Source: an optimization exercise on an open RTL-to-GDS flow (aim: small area, a short achievable clock period and few clock cycles per item). Production flows keep margins and buffers that such runs may drop.
Only simulation tests tie the RTL to the original design; equivalence was not proved.
No activity file was given, so power comes from the tool's default toggle rates.

===== flow/design.v =====
package tsbd_pkg;
    localparam logic [1:0] FMT_RGBA8888 = 2'd0;
    localparam logic [1:0] FMT_RGBA4444 = 2'd1;
    localparam logic [1:0] FMT_RGB565   = 2'd2;
    localparam logic [1:0] FMT_RGBA5551 = 2'd3;
endpackage
module texel_stream_to_bgra_decoder_core (
    input  logic        aclk,
    input  logic        aresetn,
    input  logic        cfg_wr_en,
    input  logic [2:0]  cfg_addr,
    input  logic [13:0] cfg_wdata,
    input  logic        s_valid,
    output logic        s_ready,
    input  logic [31:0] s_texel_word,
    output logic        m_valid,
    input  logic        m_ready,
    output logic [23:0] m_pixel_index,
    output logic [7:0]  m_blue,
    output logic [7:0]  m_green,
    output logic [7:0]  m_red,
    output logic [7:0]  m_alpha,
    output logic        m_image_end
);
    logic [1:0]  fmt_reg;
    logic        tiled_reg;
    logic [11:0] wm1_reg;    
    logic [11:0] hm1_reg;    
    logic [12:0] pm1_reg;    
    logic [12:0] x_reg;
    logic [11:0] y_reg;
    logic [23:0] l_reg;
    logic [23:0] t_reg;
    logic        skid_v;
    logic [31:0] skid_word;
    logic        m_v;
    logic [23:0] m_idx;
    logic [7:0]  m_b, m_g, m_r, m_a;
    logic        m_end;
    logic        cfg_hit, acc, out_free, keep, endp, adv, load_out;
    logic        lend, lwrap, cend, rend, tcend, trend;
    logic [23:0] l_plus_w;
    logic [31:0] src_word;
    logic [7:0]  dec_b, dec_g, dec_r, dec_a;
    assign cfg_hit  = cfg_wr_en && (cfg_addr <= 3'd4);
    assign s_ready  = !skid_v;
    assign acc      = s_valid && !skid_v;
    assign out_free = !m_v || m_ready;
    assign keep = ({1'b0, x_reg} <= {2'b0, wm1_reg}) && (y_reg <= hm1_reg);
    assign endp = (x_reg == {1'b0, wm1_reg}) && (y_reg == hm1_reg);
    assign load_out = out_free && (skid_v || (acc && keep));
    assign adv      = (skid_v && out_free) || (acc && (!keep || out_free));
    assign lend  = (x_reg >= {1'b0, wm1_reg}) && (x_reg >= pm1_reg);
    assign lwrap = (y_reg >= hm1_reg);
    assign cend  = &x_reg[4:0];
    assign rend  = &y_reg[4:0];
    assign tcend = (x_reg[11:5] >= wm1_reg[11:5]);
    assign trend = (y_reg[11:5] >= hm1_reg[11:5]);
    assign l_plus_w = l_reg + {12'd0, wm1_reg} + 24'd1;
    always_ff @(posedge aclk) begin
        if (!aresetn) begin
            fmt_reg   <= 2'd1;
            tiled_reg <= 1'b0;
            wm1_reg   <= '0;
            hm1_reg   <= '0;
            pm1_reg   <= '0;
        end else if (cfg_wr_en) begin
            case (cfg_addr)
                3'd0: fmt_reg   <= cfg_wdata[1:0];
                3'd1: tiled_reg <= cfg_wdata[0];
                3'd2: wm1_reg   <= (cfg_wdata[12:0] == 13'd0) ? 12'd0 :
                                   cfg_wdata[12] ? 12'hFFF : 12'(cfg_wdata[11:0] - 12'd1);
                3'd3: hm1_reg   <= (cfg_wdata[12:0] == 13'd0) ? 12'd0 :
                                   cfg_wdata[12] ? 12'hFFF : 12'(cfg_wdata[11:0] - 12'd1);
                3'd4: pm1_reg   <= (cfg_wdata == 14'd0) ? 13'd0 :
                                   cfg_wdata[13] ? 13'h1FFF : 13'(cfg_wdata[12:0] - 13'd1);
                default: ;
            endcase
        end
    end
    always_ff @(posedge aclk) begin
        if (!aresetn || cfg_hit) begin
            x_reg <= '0;
            y_reg <= '0;
            l_reg <= '0;
            t_reg <= '0;
        end else if (adv) begin
            if (!tiled_reg) begin
                if (lend) begin
                    x_reg <= '0;
                    if (lwrap) begin
                        y_reg <= '0;
                        l_reg <= '0;
                    end else begin
                        y_reg <= y_reg + 12'd1;
                        l_reg <= l_plus_w;
                    end
                end else begin
                    x_reg <= x_reg + 13'd1;
                end
            end else begin
                if (!cend) begin
                    x_reg <= x_reg + 13'd1;
                end else if (!rend) begin
                    x_reg <= {x_reg[12:5], 5'd0};
                    y_reg <= y_reg + 12'd1;
                    l_reg <= l_plus_w;
                end else if (!tcend) begin
                    x_reg <= x_reg + 13'd1;
                    y_reg <= {y_reg[11:5], 5'd0};
                    l_reg <= t_reg;
                end else if (!trend) begin
                    x_reg <= '0;
                    y_reg <= y_reg + 12'd1;
                    l_reg <= l_plus_w;
                    t_reg <= l_plus_w;
                end else begin
                    x_reg <= '0;
                    y_reg <= '0;
                    l_reg <= '0;
                    t_reg <= '0;
                end
            end
        end
    end
    assign src_word = skid_v ? skid_word : s_texel_word;
    always_comb begin
        case (fmt_reg)
            2'd0: begin
                dec_r = src_word[7:0];
                dec_g = src_word[15:8];
                dec_b = src_word[23:16];
                dec_a = src_word[31:24];
            end
            2'd1: begin
                dec_a = {src_word[3:0], src_word[3:0]};
                dec_b = {src_word[7:4], src_word[7:4]};
                dec_g = {src_word[11:8], src_word[11:8]};
                dec_r = {src_word[15:12], src_word[15:12]};
            end
            2'd2: begin
                dec_b = {src_word[4:0], src_word[4:2]};
                dec_g = {src_word[10:5], src_word[10:9]};
                dec_r = {src_word[15:11], src_word[15:13]};
                dec_a = 8'hFF;
            end
            default: begin
                dec_a = src_word[0] ? 8'hFF : 8'h00;
                dec_b = {src_word[5:1], src_word[5:3]};
                dec_g = {src_word[10:6], src_word[10:8]};
                dec_r = {src_word[15:11], src_word[15:13]};
            end
        endcase
    end
    always_ff @(posedge aclk) begin
        if (!aresetn) begin
            skid_v <= 1'b0;
            m_v    <= 1'b0;
        end else begin
            if (skid_v) skid_v <= !out_free;
            else        skid_v <= acc && keep && !out_free;
            if (out_free) m_v <= skid_v || (acc && keep);
        end
    end
    always_ff @(posedge aclk) begin
        if (!skid_v) skid_word <= s_texel_word;
    end
    always_ff @(posedge aclk) begin
        if (load_out) begin
            m_idx <= l_reg + {12'd0, x_reg[11:0]};
            m_end <= endp;
            m_b   <= dec_b;
            m_g   <= dec_g;
            m_r   <= dec_r;
            m_a   <= dec_a;
        end
    end
    assign m_valid       = m_v;
    assign m_pixel_index = m_idx;
    assign m_blue        = m_b;
    assign m_green       = m_g;
    assign m_red         = m_r;
    assign m_alpha       = m_a;
    assign m_image_end   = m_end;
endmodule

===== flow/run.sh =====
#!/bin/bash
# synth_recipe.tcl (not shown) runs the flow's synth.tcl, then flattens the netlist and writes it again
# the make line also repeats each setting of config.mk as NAME=value (left out here)
make -C /OpenROAD-flow-scripts/flow DESIGN_CONFIG=/design/flow/config.mk WORK_HOME=/design/flow/orfs CLKGATE_MAP_FILE= SYNTH_SCRIPT=/design/flow/synth_recipe.tcl finish

===== flow/config.mk =====
export PLATFORM = sky130hd
export DESIGN_NAME = texel_stream_to_bgra_decoder_core
export DESIGN_NICKNAME = texel_stream_to_bgra_decoder_core
export VERILOG_FILES = /design/flow/design.v
export SDC_FILE = /design/flow/constraint.sdc
export NUM_CORES = 4
export LEC_CHECK = 0
export CAP_MARGIN = 20
export CORE_MARGIN = 2
export CORE_UTILIZATION = 40
export SETUP_SLACK_MARGIN = 4.2
export SLEW_MARGIN = 20

===== flow/constraint.sdc =====
create_clock -name core_clock -period 6.5 [get_ports {aclk}]
set_input_delay 1.3000 -clock core_clock [delete_from_list [all_inputs] [get_ports {aclk}]]
set_output_delay 1.3000 -clock core_clock [all_outputs]
set_load 0.01 [all_outputs]

==> results.cfg, run 1 <==
[status]
status = no timing/DRC/antenna violations

[timing]
rsz0062_at_grt = true
worst_pin_slew_ns = 0.9115
period_minus_slack_ns = 2.977
fin_ws_ns = 3.523
fmax_mhz = 335.9
final_max_slew_viol_count = 0
setup_viol = 0
fin_skew_ns = 0.01604
finalSetupTns_ns = 0
finalHoldViolCount = 0
fin_crit_sh = 0.4580
max_slew_margin = 0.3915

[layout]
largest_reg_flops = 32
final_nets = 1502
top_register = skid_word
multi_input_area_um2 = 6932
antennaDiodeCount = 0
regArea_um2 = 4746
drive_gt1_frac = 0.3276
fill_cells = 2310
area_growth_syn_to_layout_pct = 40.20

[min_path]
holdCritStartpoint = pm1_reg[3]
worst_hold_path_type = reg -> reg
min_to = pm1_reg[3]
min_path_cells = 2

[setup_path]
cpMostUsedCell = or4_4
max_stage_delay_ns = 0.53
reg2reg_slack_ns = 3.67
end_kind = flop
path_buf_inv = 2
rr_worst_depth = 16
critPathTopFamily = simple AND/OR/NAND/NOR gates
path_class = in -> reg
critPathRequiredTime_ns = 6.92
critical_path.max_fanout = 5
critPathLaunchType = input pin
r2r_start = wm1_reg[2]
worstReg2RegEnd = m_end
crit_chain = buf_6, or4_4, or4_4, or3_4, buf_4, a21oi_2, nand2_1, o211a_1
crit_arrival_ns = 3.40
crit_path_top_delay_cell = or4_4

[synth]
synth_top_area_frac = 0.2695
netlist_top_cells_area = dfxtp_1 27%, edfxtp_1 16%, ha_1 7.9%
synth_cells = 1188
synth-edff-count = 57
synth_top_area_cell = dfxtp_1
synth-seq-cells = 204
synthDistinctLibCells = 62
netlist_area_um2 = 10920
syn_avg_cell_area_um2 = 9.190
synthArstFlopShare = 0
syn-num-nets = 1313
synth_seq_area_share = 0.4263
synthFlopType = dfxtp_1
yosysWarnings = 1

[power]
peakVddDrop_mv = 0.1543
power_density_nw_per_um2 = 256.8
leakage_uw = 0.006177

[detailed_routing]
vias = 9793
drt_iter0_drc = 731
routed_wirelength_um = 34890
via_per_inst = 5.641
drtAntennaViolNets = 0
detail_route.first_pass.iterations = 7
drc = 0
routedWlPerCell_um = 20.10

[floorplanning]
fp.dieH_um = 169.2
core_um2 = 26880
die_area_um2 = 28630
die_x_um = 169.2
row_count = 60
io_pins = 113
start_util = 0.4062

[clocking]
clock_latency_ns = 0.53
hold_buffers = 0
path_clk_slew_ns = 0.07
cts_tree = yes
cts_max_level = 1
cts_root_buf = clkbuf_16
cts.path.max_buffers = 3
cts_made_buffers = 24
cts.sinks = 204

[grt]
antenna_found_initial = 0
grt-ovfl-total = 0
grt_first_pass_wirelength_um = 54030
grt_max_degree = 55
grt_pass1_vias = 9642
grt_usage = 0.2398

[place]
dp_hpwl_um = 21180
gp_congestion = 0.8744
dp_slack_ns = 2.312
port_buffers = 112

[flow_run]
cap_violations = 0
[tightest hold or removal path, cell delays in order, from the launching register on]
cell      delay, ns
dfxtp_1        0.31
nand2_1        0.05
a21boi_1       0.05
[report_power, final]
group	switching, uW	internal, uW	total [uW]
registers	64.1	1430	1500
logic	545	507	1050
clock network	541	840	1380
[routing by layer]
layer / part of all wire / GRT usage / vias to the layer above / routed length (um)
met5: 0 / 0 / - / 0
met4: 0.033 / 0.08510 / 0 / 1142
met3: 0.057 / 0.03871 / 65 / 1994
met2: 0.47 / 0.4059 / 298 / 16550
met1: 0.44 / 0.3106 / 4728 / 15200
li1: - / - / 4702 / -
[cell usage in the layout (no fill, tap or decap), types with 21 or more instances in the layout]
cell,count
xnor2_1,34
nor3_1,24
a21oi_1,47
inv_1,64
buf_2,61
buf_4,75
nand3_1,24
o21ai_0,48
ha_1,51
mux2_2,27
o211a_1,24
edfxtp_1,57
nor2_1,97
a22oi_2,21
dfxtp_1,112
clkbuf_16,25
nand2_1,93
clkdlybuf4s50_1,45
[cell usage after synthesis (all sizes together), types with 20 or more instances]
master,number
dfxtp,147
nor2,108
nand2,101
o21ai,80
a21oi,72
inv,72
ha,69
edfxtp,57
clkbuf,49
xnor2,34
nor3,31
nand3,28
mux2,27
o211a,24
a22oi,23
a221oi,22
xor2,20
[what timing repair did]
| action | in CTS | in global routing |
|---|---|---|
| resized for setup | 418 | 76 |
| pin swaps | 50 | 33 |
| cloned | 12 | 0 |
| setup endpoints to repair | 244 | 249 |
| setup buffers | 77 | 15 |
[final cells by class]
type	count	area share
Clock inverter	9	0.008419
Clock buffer	35	0.04398
Sequential cell	204	0.3100
Tap cell	341	0.02787
Multi-Input combinational cell	851	0.4528
Timing Repair Buffer	224	0.1388
Inverter	72	0.01806
[worst max path at each step]
stage	from	to	cells past startpoint
after detailed placement	cfg_wdata[3]	pm1_reg[4]	8
after CTS	cfg_wdata[4]	hm1_reg[5]	8
after floorplan	cfg_wdata[5]	hm1_reg[3]	8
after global routing	cfg_wdata[4]	hm1_reg[7]	8
after global placement	cfg_wdata[3]	pm1_reg[0]	8
final	cfg_wdata[4]	wm1_reg[1]	8
[through the flow]
step | std cells | util | power [uW] | hold slack [ns] | cell area (um^2)
4_1_cts | 1721 | 0.5528 | 3877 | 0.4566 | 14860
5_1_grt | 1736 | 0.5696 | 4098 | 0.4669 | 15310
2_1_floorplan | 1188 | - | 1969 | 0.4307 | 11460
3_3_place_gp | 1587 | 0.4725 | 2233 | 0.4386 | 12700
3_5_place_dp | 1588 | 0.4732 | 2240 | 0.4488 | 12720
6_report | 1736 | 0.5696 | 3931 | 0.4526 | 15310
[cell families after synthesis]
family / count (synthesis) / share of synthesized area
buffers and inverters: 136 / 0.04928
AOI/OAI and AO/OA: 332 / 0.2082
and+or+nand+nor: 349 / 0.1485
xor gates and xnor gates: 54 / 0.04332
muxes: 42 / 0.04160
DFF: 204 / 0.4263
adders and majority gates: 71 / 0.08274
Testbench counts, summed over its fixed seeds: cycles 210,358, pixels 165,777.
==> run 2: changes to the inputs <==
--- a/flow/config.mk
+++ b/flow/config.mk
@@ -10,3 +10,3 @@
 export CORE_UTILIZATION = 40
-export SETUP_SLACK_MARGIN = 4.2
+export SETUP_SLACK_MARGIN = 3.5
 export SLEW_MARGIN = 20
==> run 2 against run 1 <==
  * Setup slack worse by 0.029 ns
  * Via count down 6.2%
  * Still clean
  * Highest routed layer unchanged
  * Largest cell class unchanged
  * Synthesized cell count unchanged
  * Utilization down 6.1 points
==> results.cfg, run 2 <==
[synth]
syn-num-nets = 1313
synth_cells = 1188
synth-edff-count = 57
synthFlopType = dfxtp_1
netlist_top_cells_area = dfxtp_1 27%, edfxtp_1 16%, ha_1 7.9%
synth_top_area_cell = dfxtp_1
yosysWarnings = 1
synth.top_cells.by_count = 147 x dfxtp_1, 108 x nor2_1, 101 x nand2_1, 72 x inv_1, 69 x ha_1
synth.most_common_cell = dfxtp_1
synth_top_area_frac = 0.2695
syn_avg_cell_area_um2 = 9.190
netlist_area_um2 = 10920
synth-seq-cells = 204
synth_seq_area_share = 0.4263
synthDistinctLibCells = 62
synthArstFlopShare = 0

[setup_path]
cpMostUsedCell = or4_4
crit_chain = buf_8, or4_4, or4_4, buf_4, nor3_1, xor2_1, a21oi_2, nand2_1, o211a_1
end_kind = flop
critPathTopFamily = simple AND/OR/NAND/NOR gates
crit_path_top_delay_cell = or4_4
critPathLaunchType = input pin
max_stage_delay_ns = 0.53
path_class = in -> reg
path_buf_inv = 2
critPathRequiredTime_ns = 6.96
critical_path.max_fanout = 3
crit_arrival_ns = 3.46

[place]
place_area_um2 = 12330
gp_congestion = 0.8390
port_buffers = 112
dp_hpwl_um = 20700

[detailed_routing]
drtAntennaViolNets = 0
routedWlPerCell_um = 18.37
via_per_inst = 5.536
routed_wirelength_um = 30500
drt_iter0_drc = 800
detail_route.first_pass.iterations = 5
vias = 9189
drc = 0

[timing]
setup_viol = 0
fin_skew_ns = 0.01487
final_max_slew_viol_count = 0
finalSetupTns_ns = 0
fin_crit_sh = 0.4624
fmax_mhz = 332.7
period_minus_slack_ns = 3.006
worst_pin_slew_ns = 0.9430
finalHoldViolCount = 0
rsz0062_at_grt = true
max_slew_margin = 0.3713

[clocking]
path_clk_slew_ns = 0.06
cts.sinks = 204
cts_made_buffers = 23
cts.path.max_buffers = 3
cts_root_buf = clkbuf_16
cts_max_level = 1
cts_tree = yes
clock_latency_ns = 0.52
hold_buffers = 0

[layout]
drive_gt1_frac = 0.1395
final_area_um2 = 13670
final_nets = 1427
fill_cells = 2462
final_cell_mix = 131 x dfxtp_1, 105 x nor2_1, 105 x clkdlybuf4s50_1
top_register = skid_word
area_growth_syn_to_layout_pct = 25.22
layout_commonest_cell = dfxtp_1
utilization = 0.5087
largest_reg_flops = 32
antennaDiodeCount = 0

[floorplanning]
core_um2 = 26880
fp.dieH_um = 169.2
start_util = 0.4062
die_area_um2 = 28630
die_x_um = 169.2
io_pins = 113
row_count = 60

[min_path]
worst_hold_path_type = reg -> reg

[grt]
grt_max_degree = 56
grt_usage = 0.2075
grt_pass1_vias = 8714
antenna_found_initial = 0
grt_first_pass_wirelength_um = 47630
grt-ovfl-total = 0

[power]
peakVddDrop_mv = 0.1710
power_density_nw_per_um2 = 262.6
leakage_uw = 0.005455

[status]
status = no timing/DRC/antenna violations

[flow_run]
cap_violations = 0
## run 2: final cells by class
cell class	count	area, um^2	area share
Clock buffer	34	656.9	0.04805
Clock inverter	8	103.9	0.007596
Inverter	72	274.0	0.02004
Multi-Input combinational cell	851	6023	0.4406
Sequential cell	204	4682	0.3425
Tap cell	341	426.7	0.03121
Timing Repair Buffer	150	1505	0.1101
## run 2: cell families after synthesis
group	share of synthesized area
AND/OR/NAND/NOR	0.1485
AO/OA/AOI/OAI	0.2082
flip-flops	0.4263
buffers and inverters	0.04928
adder cells (fa/ha/maj)	0.08274
XOR/XNOR	0.04332
multiplexers	0.04160
## run 2: worst register-to-register path, cell delays in order, from the launching register on
cell	delay, ns
dfxtp_2	0.38
inv_1	0.07
ha_1	0.29
and3_4	0.20
nand4_1	0.23
a31oi_1	0.27
o22ai_2	0.15
o31ai_2	0.20
buf_4	0.18
o21ai_4	0.07
buf_8	0.17
or4_1	0.50
a21oi_1	0.13
## run 2: where the power goes
part	total, uW	internal, uW	switching [uW]
combinational	770	352	419
clock	1320	783	537
sequential	1500	1440	62.8
total	3590	2570	1020
## run 2: repair_timing
action                     4_1_cts  5_1_grt
pin swaps                       11       20
setup buffers                   12       13
cloned                           3        1
hold endpoints to repair         0        0
setup endpoints to repair      160      162
gates resized for setup         52       50
## run 2: layer usage
metal / GRT usage / routed length (um) / vias to the layer above / share of wire
met5: 0 / 0 / - / 0
met4: 0.05203 / 589 / 0 / 0.019
met3: 0.02799 / 1809 / 38 / 0.059
met2: 0.3492 / 14520 / 266 / 0.48
met1: 0.2821 / 13580 / 4363 / 0.45
li1: - / - / 4522 / -
## run 2: path summary, 6_finish.rpt
kind | start | end | slack, ns | cells past startpoint
worst max-delay path | cfg_wdata[3] | hm1_reg[10] | 3.49 | 9
worst min-delay path | pm1_reg[7] | pm1_reg[7] | 0.46 | 2
worst max register to register | wm1_reg[9] | y_reg[6] | 3.57 | 12
worst min register to register | pm1_reg[7] | pm1_reg[7] | 0.46 | 2
## run 2: stage by stage
stage	setup WS [ns]	hold slack (ns)	instances	power (uW)
4_1_cts	3.481	0.4570	1646	3571
6_report	3.494	0.4551	1660	3590
2_1_floorplan	3.196	0.4307	1188	1905
3_3_place_gp	2.184	0.4427	1588	2189
3_5_place_dp	2.065	0.4482	1589	2209
5_1_grt	3.428	0.4825	1660	3754
==> run 3: changes to the inputs <==
--- a/flow/config.mk
+++ b/flow/config.mk
@@ -10,3 +10,2 @@
 export CORE_UTILIZATION = 40
-export SETUP_SLACK_MARGIN = 3.5
 export SLEW_MARGIN = 20
==> run 3 against run 2 <==
  * Final cell count down 1.6%
  * Synthesized cell count unchanged
  * Sequential power about the same
  * Largest cell class unchanged
==> results.cfg, run 3 <==
[status]
status = no timing/DRC/antenna violations

[power]
seqPwrFrac = 0.425
peakVddDrop_mv = 0.1762
netSwitchingPower_uw = 993.1
p_comb_frac = 0.190
power_density_nw_per_um2 = 269.1
switching_share = 0.2813
leakage_uw = 0.005223
p_int_uw = 2537
clkPwrFrac = 0.385

[synth]
synthArstFlopShare = 0
synth.top_cells.by_count = 147 x dfxtp_1, 108 x nor2_1, 101 x nand2_1, 72 x inv_1, 69 x ha_1
synth_seq_area_share = 0.4263
synth_top_area_cell = dfxtp_1
yosysWarnings = 1
syn-num-nets = 1313
synth-edff-count = 57
synth_top_area_frac = 0.2695
syn_avg_cell_area_um2 = 9.190
synth_cells = 1188
synthDistinctLibCells = 62
synth-seq-cells = 204
synth.most_common_cell = dfxtp_1
synthFlopType = dfxtp_1
netlist_top_cells_area = dfxtp_1 27%, edfxtp_1 16%, ha_1 7.9%
netlist_area_um2 = 10920

[place]
port_buffers = 112
placed_cells_incl_taps = 1589
dp_hpwl_um = 20100
gp_congestion = 0.8385

[clocking]
cts_max_level = 1
clock_latency_ns = 0.52
cts_tree = yes
cts_made_buffers = 24
cts_root_buf = clkbuf_16
cts-resized-gates = 0
path_clk_slew_ns = 0.06
post_cts_buffers = 0
cts.path.max_buffers = 3
hold_buffers = 0
cts.sinks = 204

[layout]
antennaDiodeCount = 0
layout_commonest_cell = dfxtp_1
area_growth_syn_to_layout_pct = 20.13
largest_reg_flops = 32
instances_no_fill = 1633
final_cell_mix = 147 x dfxtp_1, 112 x clkdlybuf4s50_1, 108 x nor2_1
drive_gt1_frac = 0.08127
fill_cells = 2579
top_register = skid_word
final_nets = 1399

[setup_path]
crit_path_top_delay_cell = o21a_1
critPathTopFamily = compound AO/OA/AOI/OAI gates
crit_chain = inv_1, ha_1, and3_1, nand4_1, a21oi_1, o22ai_1, o22ai_1, o21a_1, o21ai_0, a21oi_1
crit_arrival_ns = 4.31
path_class = reg -> reg
r2r_start = wm1_reg[10]
worstSetupPathDepth = 10
worstReg2RegEnd = t_reg[13]
crit_start = wm1_reg[10]
endpoint = t_reg[13]
critPathRequiredTime_ns = 6.95
critPathLaunchType = flop
reg2reg_slack_ns = 2.64
max_stage_delay_ns = 0.96
path_buf_inv = 1
critical_path.max_fanout = 24
end_kind = flop
rr_worst_depth = 10

[timing]
fin_crit_sh = 0.5941
fmax_mhz = 259.0
worst_pin_slew_ns = 1.162
final_max_slew_viol_count = 0
fin_skew_ns = 0.01163
setup_viol = 0
rsz0062_at_grt = false
period_minus_slack_ns = 3.862
max_slew_margin = 0.2236
finalHoldViolCount = 0
finalSetupTns_ns = 0

[grt]
grt_max_degree = 56
grt_first_pass_wirelength_um = 45380
antenna_found_initial = 0
grt_pass1_vias = 8553
grt-ovfl-total = 0
grt_usage = 0.1960

[detailed_routing]
routedWlPerCell_um = 17.50
detail_route.first_pass.iterations = 5
routed_wirelength_um = 28570
vias = 8968
drt_iter0_drc = 730
via_per_inst = 5.492
drtAntennaViolNets = 0
drc = 0

[min_path]
worst_hold_path_type = reg -> reg

[floorplanning]
die_x_um = 169.2
io_pins = 113
row_count = 60
start_util = 0.4062
fp.dieH_um = 169.2
core_um2 = 26880
die_area_um2 = 28630

[flow_run]
cap_violations = 0
## run 3: changes by cell type in the layout (fill, tap and decap cells not counted), sizes merged, moves of 2 or more
cell,before,now
clkbuf,35,27
inv,72,74
clkdlybuf4s50,105,112
dlygate4sd2,2,0
buf,41,12
clkinv,5,12
## run 3: kinds of logic (layout without fill, tap and decap cells)
kind of cell | Yosys count | in the layout | share of synthesized area
fa+ha+maj | 71 | 71 | 0.08274
mux | 42 | 42 | 0.04160
compound gates | 332 | 332 | 0.2082
xor+xnor | 54 | 54 | 0.04332
simple gates | 349 | 349 | 0.1485
flops | 204 | 204 | 0.4263
buf+inv | 136 | 240 | 0.04928
## run 3: final cells by class
type,instances,area (um^2),area share
Timing Repair Buffer,124,1211,0.09234
Sequential cell,204,4654,0.3549
Inverter,72,270.3,0.02060
Multi-Input combinational cell,848,5744,0.4379
Clock buffer,27,654.4,0.04989
Tap cell,341,426.7,0.03253
Clock inverter,17,155.1,0.01183
## run 3: per-layer routing
metal,track usage,share of wire
met2,0.3319,0.46
met1,0.2634,0.46
met4,0.04905,0.019
met5,0,0
met3,0.02892,0.060
## run 3: worst min-delay path by stage
stage,end,cells after the start,from
after global placement,t_reg[13],2,t_reg[13]
final,pm1_reg[7],2,pm1_reg[7]
after detailed placement,pm1_reg[7],2,pm1_reg[7]
after floorplan,pm1_reg[11],2,pm1_reg[11]
after CTS,pm1_reg[7],2,pm1_reg[7]
after global routing,pm1_reg[11],2,pm1_reg[11]
## run 3: power groups by stage
stage	registers (uW)	logic, uW	clock network [uW]
5_1_grt	1510	736	1450
6_report	1500	671	1360
2_1_floorplan	1550	363	0
3_5_place_dp	1530	668	0
4_1_cts	1500	673	1390
3_3_place_gp	1530	665	0
## run 3: metrics by stage
step           setup slack, ns  area, um^2  hold WS [ns]  utilization  total power [uW]
5_1_grt                  2.450       13120        0.4765       0.4880              3694
4_1_cts                  2.690       13120        0.4522       0.4880              3567
3_3_place_gp             2.324       12310        0.4402       0.4579              2191
3_5_place_dp             2.294       12310        0.4443       0.4579              2195
2_1_floorplan            1.685       10920        0.4307            -              1909
6_report                 2.638       13120        0.4497       0.4880              3530
## run 3: tightest hold or removal path: stages, from the launching register on
cell      delay (ns)
dfxtp_1         0.30
nand2_1         0.05
a21boi_1        0.05

## port drivers added, routing unchanged
The results above use ideal ports. As a check the final layouts listed here were re-extracted and re-timed, cells and wires unchanged.
Step 1 (the two cells are an assumption about what drives the block):
set clk [get_ports {aclk}]
set_driving_cell -lib_cell sky130_fd_sc_hd__clkbuf_16 $clk
set_driving_cell -lib_cell sky130_fd_sc_hd__buf_2 [delete_from_list [all_inputs] $clk]
Step 2 moves the port delays by t, midway between the first and last clock arrival at a register: inputs arrive t later, outputs are due t later. That takes back most of the time a late clock gives input paths.
a / b / c = no drivers / after step 1 / after step 2; a / b = the first two.
run | t, ns | setup slack, ns | worst setup path at the end
run 1 | 0.568 | 3.523 / 3.534 / 2.966 | input to register
run 2 | 0.568 | 3.494 / 3.507 / 2.939 | input to register
run 3 | 0.563 | 2.638 / 2.638 / 2.265 | input to register
After both steps setup and hold are still met in every run listed. For run 1, which loses most, drivers alone change the setup slack by +0.011 ns; drivers and shift together by -0.557 ns.
